Background: an optimization exercise with open tools, aiming at small area, a short achievable clock period and few clock cycles. Do not read the settings as production practice.
Only simulation tests tie the RTL to the original design; equivalence was not proved.
Power and IR drop assume default switching activity.

==> design/flow/design.v <==
module lsb_index_enc #(
  parameter int NUM_COL   = 16,
  parameter int IDX_WIDTH = $clog2(NUM_COL)
) (
  input  logic [NUM_COL-1:0]   mask,
  output logic [NUM_COL-1:0]   low,
  output logic [IDX_WIDTH-1:0] index,
  output logic                 any_set,
  output logic [NUM_COL-1:0]   rest
);
  localparam int LVL = $clog2(NUM_COL);
  logic [NUM_COL-1:0] pre [LVL+1];
  logic [NUM_COL-1:0] below;
  always_comb begin
    pre[0] = mask;
    for (int k = 1; k <= LVL; k++) begin
      for (int i = 0; i < NUM_COL; i++) begin
        if (i >= (1 << (k - 1))) pre[k][i] = pre[k-1][i] | pre[k-1][i - (1 << (k - 1))];
        else                     pre[k][i] = pre[k-1][i];
      end
    end
  end
  assign below = {pre[LVL][NUM_COL-2:0], 1'b0};
  assign low   = mask & ~below;
  assign rest  = mask & below;
  always_comb begin
    index = '0;
    for (int i = 0; i < NUM_COL; i++) begin
      if (low[i]) index = index | IDX_WIDTH'(i);
    end
  end
  assign any_set = pre[LVL][NUM_COL-1];
endmodule
module act_buffer_sparse #(
  parameter int DATA_WIDTH = 8,
  parameter int NUM_COL    = 16,
  parameter int DEPTH      = 32,
  parameter int IDX_WIDTH  = $clog2(NUM_COL),
  parameter int ADDR_WIDTH = $clog2(DEPTH)
) (
  input  logic                             clk,
  input  logic                             reset,
  input  logic                             mode,
  input  logic                             wr_valid,
  output logic                             wr_ready,
  input  logic [NUM_COL-1:0]               wr_flag,
  input  logic [NUM_COL*DATA_WIDTH-1:0]    wr_data,
  input  logic                             rd_start,
  output logic                             rd_busy,
  output logic                             out_valid,
  input  logic                             out_ready,
  output logic [IDX_WIDTH-1:0]             out_index,
  output logic [DATA_WIDTH-1:0]            out_serial,
  output logic [NUM_COL*DATA_WIDTH-1:0]    out_parallel,
  output logic [NUM_COL-1:0]               out_flag,
  output logic [IDX_WIDTH:0]               row_nnz,
  output logic                             row_done,
  output logic [ADDR_WIDTH:0]              count,
  output logic                             empty,
  output logic                             full
);
  localparam int ROW_W  = NUM_COL * DATA_WIDTH;
  localparam int WORD_W = ROW_W + NUM_COL;
  localparam int HEAD   = DEPTH - 1;
  localparam int LVL    = $clog2(DEPTH);
  localparam int HALF   = NUM_COL / 2;
  localparam int HC_W   = $clog2(HALF + 1);
  localparam int NNZ_W  = IDX_WIDTH + 1;
  localparam logic [ADDR_WIDTH:0] DEPTH_CNT = (ADDR_WIDTH + 1)'(DEPTH);
  logic [WORD_W-1:0] stg [DEPTH];    
  logic [DEPTH-1:0]  vld;            
  logic              consumed;       
  logic              consumed_n;
  logic [DEPTH-1:0]  mv;             
  logic [DEPTH-1:0]  vld_n;
  logic [DEPTH-1:0]  free_n;         
  logic              wr_fire;
  logic [DEPTH-1:0]  free_q, nfree_q;
  logic [DEPTH-1:0]  hold;
  assign mv   = free_q | {DEPTH{consumed}};
  assign hold = nfree_q & {DEPTH{!consumed}};
  logic [DEPTH-1:0] vld_s;           
  logic [DEPTH-1:0] vld_r;           
  logic [DEPTH-1:0] free_s, free_r;
  always_comb begin
    vld_s[0] = free_q[0] ? wr_fire : vld[0];
    for (int i = 1; i < DEPTH; i++) vld_s[i] = free_q[i] ? vld[i-1] : vld[i];
    vld_r = {vld[DEPTH-2:0], wr_fire};
    vld_n = consumed ? vld_r : vld_s;
  end
  logic [DEPTH-1:0] sufs [LVL+1];
  logic [DEPTH-1:0] sufr [LVL+1];
  always_comb begin
    sufs[0] = ~vld_s;
    sufr[0] = ~vld_r;
    for (int k = 1; k <= LVL; k++) begin
      for (int i = 0; i < DEPTH; i++) begin
        if (i + (1 << (k - 1)) < DEPTH) begin
          sufs[k][i] = sufs[k-1][i] | sufs[k-1][i + (1 << (k - 1))];
          sufr[k][i] = sufr[k-1][i] | sufr[k-1][i + (1 << (k - 1))];
        end else begin
          sufs[k][i] = sufs[k-1][i];
          sufr[k][i] = sufr[k-1][i];
        end
      end
    end
  end
  assign free_s = sufs[LVL];
  assign free_r = sufr[LVL];
  assign free_n = consumed ? free_r : free_s;
  always_ff @(posedge clk) begin
    if (reset) begin
      free_q  <= '1;
      nfree_q <= '0;
    end else begin
      free_q  <= free_n;
      nfree_q <= ~free_n;
    end
  end
  always_ff @(posedge clk) begin
    stg[0] <= ({wr_flag, wr_data} & {WORD_W{mv[0]}}) | (stg[0] & {WORD_W{hold[0]}});
    for (int i = 1; i < DEPTH; i++) begin
      stg[i] <= (stg[i-1] & {WORD_W{mv[i]}}) | (stg[i] & {WORD_W{hold[i]}});
    end
  end
  always_ff @(posedge clk) begin
    if (reset) vld <= '0;
    else       vld <= vld_n;
  end
  localparam int QTR  = NUM_COL / 4;
  localparam int QC_W = $clog2(QTR + 1);
  logic [NUM_COL-1:0]  qflag;
  logic [QC_W-1:0]     qc [4];
  logic [QC_W-1:0]     qc_q [4];
  logic [HC_W-1:0]     pc_lo_q, pc_hi_q;
  logic [NNZ_W-1:0]    h_nnz;
  assign qflag = stg[HEAD-3][ROW_W +: NUM_COL];
  always_comb begin
    for (int q = 0; q < 4; q++) begin
      qc[q] = '0;
      for (int c = 0; c < QTR; c++) qc[q] = qc[q] + QC_W'(qflag[q*QTR + c]);
    end
  end
  always_ff @(posedge clk) begin
    if (mv[HEAD-2]) begin
      for (int q = 0; q < 4; q++) qc_q[q] <= qc[q];
    end
    if (mv[HEAD-1]) begin
      pc_lo_q <= HC_W'(qc_q[0]) + HC_W'(qc_q[1]);
      pc_hi_q <= HC_W'(qc_q[2]) + HC_W'(qc_q[3]);
    end
    if (mv[HEAD]) h_nnz <= NNZ_W'(pc_lo_q) + NNZ_W'(pc_hi_q);
  end
  logic [NUM_COL-1:0]    hflag;
  logic [ROW_W-1:0]      hdata;
  logic [ROW_W-1:0]      hmask;      
  logic                  hv;
  logic [NUM_COL-1:0]    h_low, h_rest;
  logic [IDX_WIDTH-1:0]  h_idx;
  logic                  h_any;
  logic [DATA_WIDTH-1:0] h_byte;
  logic [NUM_COL-1:0]    rem;        
  logic [NUM_COL-1:0]    r_low, r_rest;
  logic [IDX_WIDTH-1:0]  r_idx;
  logic                  r_any;
  logic [DATA_WIDTH-1:0] r_byte;
  assign hflag = stg[HEAD][ROW_W +: NUM_COL];
  assign hdata = stg[HEAD][ROW_W-1:0];
  assign hv    = vld[HEAD] && !consumed;
  lsb_index_enc #(.NUM_COL(NUM_COL), .IDX_WIDTH(IDX_WIDTH)) u_henc (
    .mask(hflag), .low(h_low), .index(h_idx), .any_set(h_any), .rest(h_rest)
  );
  lsb_index_enc #(.NUM_COL(NUM_COL), .IDX_WIDTH(IDX_WIDTH)) u_renc (
    .mask(rem), .low(r_low), .index(r_idx), .any_set(r_any), .rest(r_rest)
  );
  always_comb begin
    h_byte = '0;
    r_byte = '0;
    for (int c = 0; c < NUM_COL; c++) begin
      hmask[c*DATA_WIDTH +: DATA_WIDTH] = hdata[c*DATA_WIDTH +: DATA_WIDTH] & {DATA_WIDTH{hflag[c]}};
      h_byte = h_byte | (hdata[c*DATA_WIDTH +: DATA_WIDTH] & {DATA_WIDTH{h_low[c]}});
      r_byte = r_byte | (hdata[c*DATA_WIDTH +: DATA_WIDTH] & {DATA_WIDTH{r_low[c]}});
    end
  end
  logic                  busy, outv, pmode, pend, mode_q, rdone;
  logic [IDX_WIDTH-1:0]  oidx;
  logic [DATA_WIDTH-1:0] oser;
  logic [ROW_W-1:0]      opar;
  logic [NUM_COL-1:0]    oflag;
  logic [NNZ_W-1:0]      onnz;
  logic [ADDR_WIDTH:0]   cnt;
  logic                  full_q, empty_q, wrdy_q;
  logic                  acc_ok;     
  logic                  pgo_s, pgo_p;
  logic                  out_last;   
  logic                  h_multi, r_multi;
  logic [IDX_WIDTH-1:0]  r_idx_n;
  logic [DATA_WIDTH-1:0] r_byte_n;
  assign acc_ok   = !busy && !empty_q && hv;
  assign pgo_s    = pend && hv && !mode_q;
  assign pgo_p    = pend && hv && mode_q;
  assign out_last = pmode || !r_any;
  assign h_multi  = (h_rest != '0);
  assign r_multi  = (r_rest != '0);
  assign r_idx_n  = out_last ? '0 : r_idx;
  assign r_byte_n = out_last ? '0 : r_byte;
  logic                  acc, st_s, st_p, xfer;
  assign wr_fire = wr_valid && wrdy_q;
  assign acc     = rd_start && !busy && !empty_q;
  assign st_s    = (rd_start && !mode && acc_ok) || pgo_s;
  assign st_p    = (rd_start && mode && acc_ok) || pgo_p;
  assign xfer    = outv && out_ready;
  assign consumed_n = (consumed && !mv[HEAD]) || (st_s && !h_multi) ||
                      (xfer && (pmode || (r_any && !r_multi)));
  always_ff @(posedge clk) begin
    if (reset) begin
      consumed <= 1'b0;
      busy     <= 1'b0;
      outv     <= 1'b0;
      pmode    <= 1'b0;
      pend     <= 1'b0;
      mode_q   <= 1'b0;
      rdone    <= 1'b0;
      oidx     <= '0;
      oser     <= '0;
      opar     <= '0;
      oflag    <= '0;
      onnz     <= '0;
      rem      <= '0;
    end else begin
      consumed <= consumed_n;
      busy     <= acc || (busy && !rdone);
      if (!busy) mode_q <= mode;
      pend     <= (acc || pend) && !hv;
      if (st_p || st_s) pmode <= st_p;
      outv     <= st_p || (st_s && h_any) || (outv && !(out_ready && out_last));
      rdone    <= (st_s && !h_any) || (xfer && out_last);
      if (st_s) begin
        oidx <= h_idx;
        oser <= h_byte;
        rem  <= h_rest;
      end else if (xfer) begin
        oidx <= r_idx_n;
        oser <= r_byte_n;
        rem  <= r_rest;
      end
      opar <= ({ROW_W{st_p}} & hmask) | ({ROW_W{!out_ready}} & opar);
      if (st_p || st_s) begin
        oflag <= hflag;
        onnz  <= h_nnz;
      end else if (rdone) begin
        oflag <= '0;
        onnz  <= '0;
      end
    end
  end
  logic                  inc, dec;
  logic [ADDR_WIDTH:0]   cnt_p1, cnt_m1;
  logic                  cnt_top, cnt_one;
  assign inc     = wr_fire && !rdone;
  assign dec     = !wr_fire && rdone;
  assign cnt_p1  = cnt + (ADDR_WIDTH + 1)'(1);
  assign cnt_m1  = cnt - (ADDR_WIDTH + 1)'(1);
  assign cnt_top = (cnt == DEPTH_CNT - (ADDR_WIDTH + 1)'(1));
  assign cnt_one = (cnt == (ADDR_WIDTH + 1)'(1));
  always_ff @(posedge clk) begin
    if (reset) begin
      cnt     <= '0;
      full_q  <= 1'b0;
      empty_q <= 1'b1;
      wrdy_q  <= 1'b1;
    end else if (inc) begin
      cnt     <= cnt_p1;
      full_q  <= cnt_top;
      empty_q <= 1'b0;
      wrdy_q  <= !cnt_top;
    end else if (dec) begin
      cnt     <= cnt_m1;
      full_q  <= 1'b0;
      empty_q <= cnt_one;
      wrdy_q  <= 1'b1;
    end
  end
  assign out_parallel = opar;
  assign out_index    = oidx;
  assign out_serial   = oser;
  assign out_flag     = oflag;
  assign row_nnz      = onnz;
  assign row_done     = rdone;
  assign rd_busy      = busy;
  assign out_valid    = outv;
  assign count        = cnt;
  assign empty        = empty_q;
  assign full         = full_q;
  assign wr_ready     = wrdy_q;
endmodule
==> design/flow/flow/run.sh <==
#!/bin/bash
set -euo pipefail
bash standard.sh "BUFFER_PORTS_ARGS=-buffer_cell sky130_fd_sc_hd__buf_4" SETUP_SLACK_MARGIN=5.2 finish > standard_flow.log 2>&1
==> design/flow/standard.sh <==
#!/bin/bash
# synth_recipe.tcl (not shown) runs the flow's synth.tcl, then flattens the netlist and writes it again
# the make line also repeats each setting of config.mk as NAME=value (left out here)
make -C /OpenROAD-flow-scripts/flow DESIGN_CONFIG=/design/flow/config.mk WORK_HOME=/design/flow/orfs CLKGATE_MAP_FILE= SYNTH_SCRIPT=/design/flow/synth_recipe.tcl "${@:-finish}"
==> design/flow/config.mk <==
export PLATFORM = sky130hd
export DESIGN_NAME = act_buffer_sparse
export DESIGN_NICKNAME = act_buffer_sparse
export VERILOG_FILES = /design/flow/design.v
export SDC_FILE = /design/flow/constraint.sdc
export NUM_CORES = 4
export LEC_CHECK = 0
export CAP_MARGIN = 20
export CORE_MARGIN = 2
export CORE_UTILIZATION = 64
export CTS_CLUSTER_DIAMETER = 70
export CTS_CLUSTER_SIZE = 25
export SLEW_MARGIN = 20
export SYNTH_MEMORY_MAX_BITS = 8192
==> design/flow/constraint.sdc <==
create_clock -name core_clock -period 8.0 [get_ports {clk}]
set_input_delay 1.6000 -clock core_clock [delete_from_list [all_inputs] [get_ports {clk}]]
set_output_delay 1.6000 -clock core_clock [all_outputs]
set_load 0.01 [all_outputs]
==> run summary <==
==> layout by cell type (no fill, tap or decap), types with 8 or more instances in the layout <==
master and instances:
a211oi_1 12, a21o_1 22, a21oi_1 74, a221oi_1 13, a22o_1 4608, a22oi_1 64
a31oi_1 8, a32oi_1 138, buf_12 17, buf_4 361, buf_6 216, clkbuf_16 228
clkinv_16 9, dfxtp_1 4714, dfxtp_2 160, dfxtp_4 21, edfxtp_1 25, ha_1 21
inv_1 63, inv_16 8, mux2i_1 46, nand2_1 81, nand2b_1 22, nand3_1 56
nand4_1 9, nor2_1 224, nor2b_1 40, nor2b_4 32, nor3_1 18, o211ai_1 20
o21ai_0 34, o221ai_1 13, o22ai_1 19, o31ai_1 11, or2_2 37, or2_4 32
or3_1 12
==> per-layer routing <==
layer,GRT usage [%],routed length (µm),up-vias,share of wire [%]
met2,40.2,142000,1831,46
li1,-,-,45600,-
met5,0,14,-,0.0045
met3,2.85,12300,372,4.0
met1,33.8,147000,43900,48
met4,6.28,7300,2,2.4
==> area by class of cell <==
class,instances,area (µm²)
flip-flops and latches,4920,99000
fillers,16000,71300
multi-input cells,5836,48900
clock buffers,235,5790
repair buffers,595,5500
well taps,3150,3940
clock inverters,35,717
inverters,65,245
diodes,2,5.00
==> stage by stage <==
stage               setup slack (ns)  utilization [%]  hold slack, ns
finish                          5.00             69.7           0.424
global route                    4.93             69.7           0.439
CTS                             4.92             69.5           0.420
detailed placement              3.75             65.9           0.452
global placement                3.88             65.9           0.453
floorplan                       4.90                -           0.425
==> power groups by stage <==
stage               clock, µW  sequential, µW  combinational, µW
floorplan                   0           26900               1170
global placement            0           27200               1340
detailed placement          0           27200               1420
CTS                     12900           26600               1450
global route            13800           26800               1590
finish                  12700           26600               1440
==> final timing paths <==
kind,to,slack [ns],depth (start not counted)
setup / recovery,out_parallel[109],5.00,1
hold / removal,stg[31][93],0.42,1
setup reg to reg,free_q[11],5.20,6
hold reg to reg,stg[31][93],0.42,1
==> flip-flops by register name, indices dropped and copies added (netlist names), 4 cells and up <==
signal,flops
oser,8
free_q,32
oflag,16
onnz,5
pc_lo_q,4
qc_q,12
vld,31
h_nnz,5
rem,15
stg,4608
pc_hi_q,4
cnt,6
oidx,4
nfree_q,32
opar,128
==> timing repair <==
item,in CTS,in global routing
pin swaps,12,20
setup buffers,106,32
endpoints found under the setup margin,2533,2210
resized for setup,420,32
cloned,8,16
==> worst reg2reg max path: stages, from the launching register on <==
cell and delay, ns:
dfxtp_2 0.50, o21ba_4 0.19, o221ai_2 0.13, or3_4 0.51, or3_4 0.54, or3_4 0.46, o32a_1 0.34
==> cell families after synthesis <==
family,Yosys count,synth area share [%]
flip-flops,4920,65.1
AO/OA/AOI/OAI,5112,29.1
AND/OR/NAND/NOR,612,2.01
buffers and inverters,1248,3.10
adder cells (fa/ha/maj),31,0.287
XOR/XNOR,9,0.0520
multiplexers,48,0.318
==> impl_metrics.py <==
metrics = {
    "power_and_ir_drop": {
        "p_leak_uw": 0.0781,
        "p_sw_uw": 8530,
        "pwr-share-clk_pct": 31.1,
        "power_uw": 40700,
        "p_seq_share_pct": 65.4,
        "internal_power_uw": 32200,
        "swShare_pct": 20.9,
        "ir_drop_uv": 231,
        "p_per_area_mw_per_mm2": 248,
        "comb_power_share_pct": 3.5,
    },
    "place": {
        "io_buffers": 322,
        "dp_hpwl_um": 208000,
        "gp_congestion": 0.870,
        "dp.cells": 14400,
        "place_area_mm2": 0.155,
    },
    "die": {
        "rows": 178,
        "die_h_um": 491,
        "die_x_um": 491,
        "initial_core_util_pct": 64.4,
        "die_area_mm2": 0.241,
        "core_area_mm2": 0.235,
        "num_io_pins": 323,
    },
    "synthesis": {
        "synth_edf_count": 25,
        "yosysWarnings": 8,
        "synthFlopType": "dfxtp_1",
        "yosysTopAreaCell": "dfxtp_1",
        "synthArstFlopShare_pct": 0,
        "synth_most_common_cell": "dfxtp_1",
        "syn_area_mm2": 0.152,
        "netlist_instances": 12000,
        "syn_avg_cell_area_um2": 12.7,
        "ys_seq_area_share_pct": 65.1,
        "syn-num-nets": 12200,
        "yosysTopAreaCellShare_pct": 64.6,
        "ys_top_cells_by_count": "dfxtp_1 (4,895), a22o_1 (4,608), clkbuf_1 (1,086)",
        "ys_ff_latch": 4920,
        "synth_area_leaders": "dfxtp_1 (65%), a22o_1 (27%), clkbuf_1 (2.7%), a32oi_1 (0.80%), nor2_1 (0.56%)",
        "synth_cell_types": 80,
    },
    "routing": {
        "initialDrtViolationCount": 5926,
        "avgRoutedWirePerCell_um": 20.8,
        "vias_per_cell": 6.18,
        "finalWirelength_um": 309000,
        "drtPass1Iterations": 6,
        "route.detailed.drc": 0,
        "drtAntennaViolNets": 0,
        "vias": 91700,
    },
    "timing": {
        "slew_headroom_pct": 31.8,
        "rsz0062_at_grt": "yes",
        "worst_pin_slew_ns": 1.02,
        "finalHoldViolCount": 0,
        "clock_skew_ns": 0.0790,
        "post-route-period-util_pct": 37.5,
        "tns_ns": 0,
        "fmax_mhz": 333,
        "setup_viol": 0,
        "final.min_clock_period_ns": 3.00,
        "slew_viol_final": 0,
    },
    "cts": {
        "clkSlewWorstSetupHoldPaths_ns": 0.09,
        "tritoncts": "done",
        "cts.path.max_buffers": 3,
        "clkLatencyLatePin_ns": 0.92,
        "postCtsHoldBufs": 0,
        "cts_buffers": 225,
        "cts_htree_levels": 4,
        "clockRootBuffer": "clkbuf_16",
        "cts.sinks": 4920,
    },
    "setup_path": {
        "cp_cell_sequence": "buf_6",
        "cp_top_family": "flip-flops",
        "critical_path_arrival_ns": 1.40,
        "cp-end-kind": "primary output",
        "crit_path_start_kind": "register",
        "worstSetupPathType": "register to primary output",
        "crit_start": "opar[109]",
        "regToRegStartpoint": "nfree_q[31]",
        "critPathRequiredTime_ns": 6.40,
        "cp_slowest_cell": "dfxtp_2",
        "cp_num_buf_inv": 1,
        "crit_path_max_incr_delay_ns": 0.37,
        "cp_max_fo": 2,
    },
    "flow_run": {
        "drv_cap": 0,
    },
    "layout": {
        "stdcell_count": 14800,
        "drive_above_1_share_pct": 10.4,
        "final_nets": 11800,
        "final_area_mm2": 0.164,
        "area_delta_synth_final_pct": 8.25,
    },
    "global_route": {
        "grt_usage_pct": 24.2,
        "grt_pass1_wl_um": 487000,
        "grt_pass1_vias": 86400,
        "grt_antenna_before_repair": 4,
        "grt_start_max_net_pins": 145,
        "gr-total-overflow": 0,
    },
    "run_status": {
        "status": "no timing/DRC/antenna violations",
    },
    "worst_hold_path": {
        "hold_class": "register to register",
        "hp-start": "stg[30][93]",
    },
}
Testbench counts, summed over its fixed seeds: cycles 26,800.

## what the ideal ports hide
The flow's constraints put no driver on any port. The routed layout listed below was extracted and timed again, unchanged, in two steps. Step 1 sets driving cells, clkbuf_16 on the clock port and buf_2 on the other inputs (assumed; they add their load-dependent delay and slew). Step 2 also shifts input and output timing later by t, the mid clock arrival at the registers, as if the neighbouring blocks saw the same clock. Three values: no drivers, after step 1, after step 2; two values: the first two.
t, ns: 0.978
slack for setup (ns): 5.001 / 4.909 / 4.371
worst hold slack (ns): 0.424 / 0.424 / 0.424
After both steps setup and hold are still met in this run. For this run, drivers alone change the setup slack by -0.092 ns; drivers and shift together by -0.630 ns.
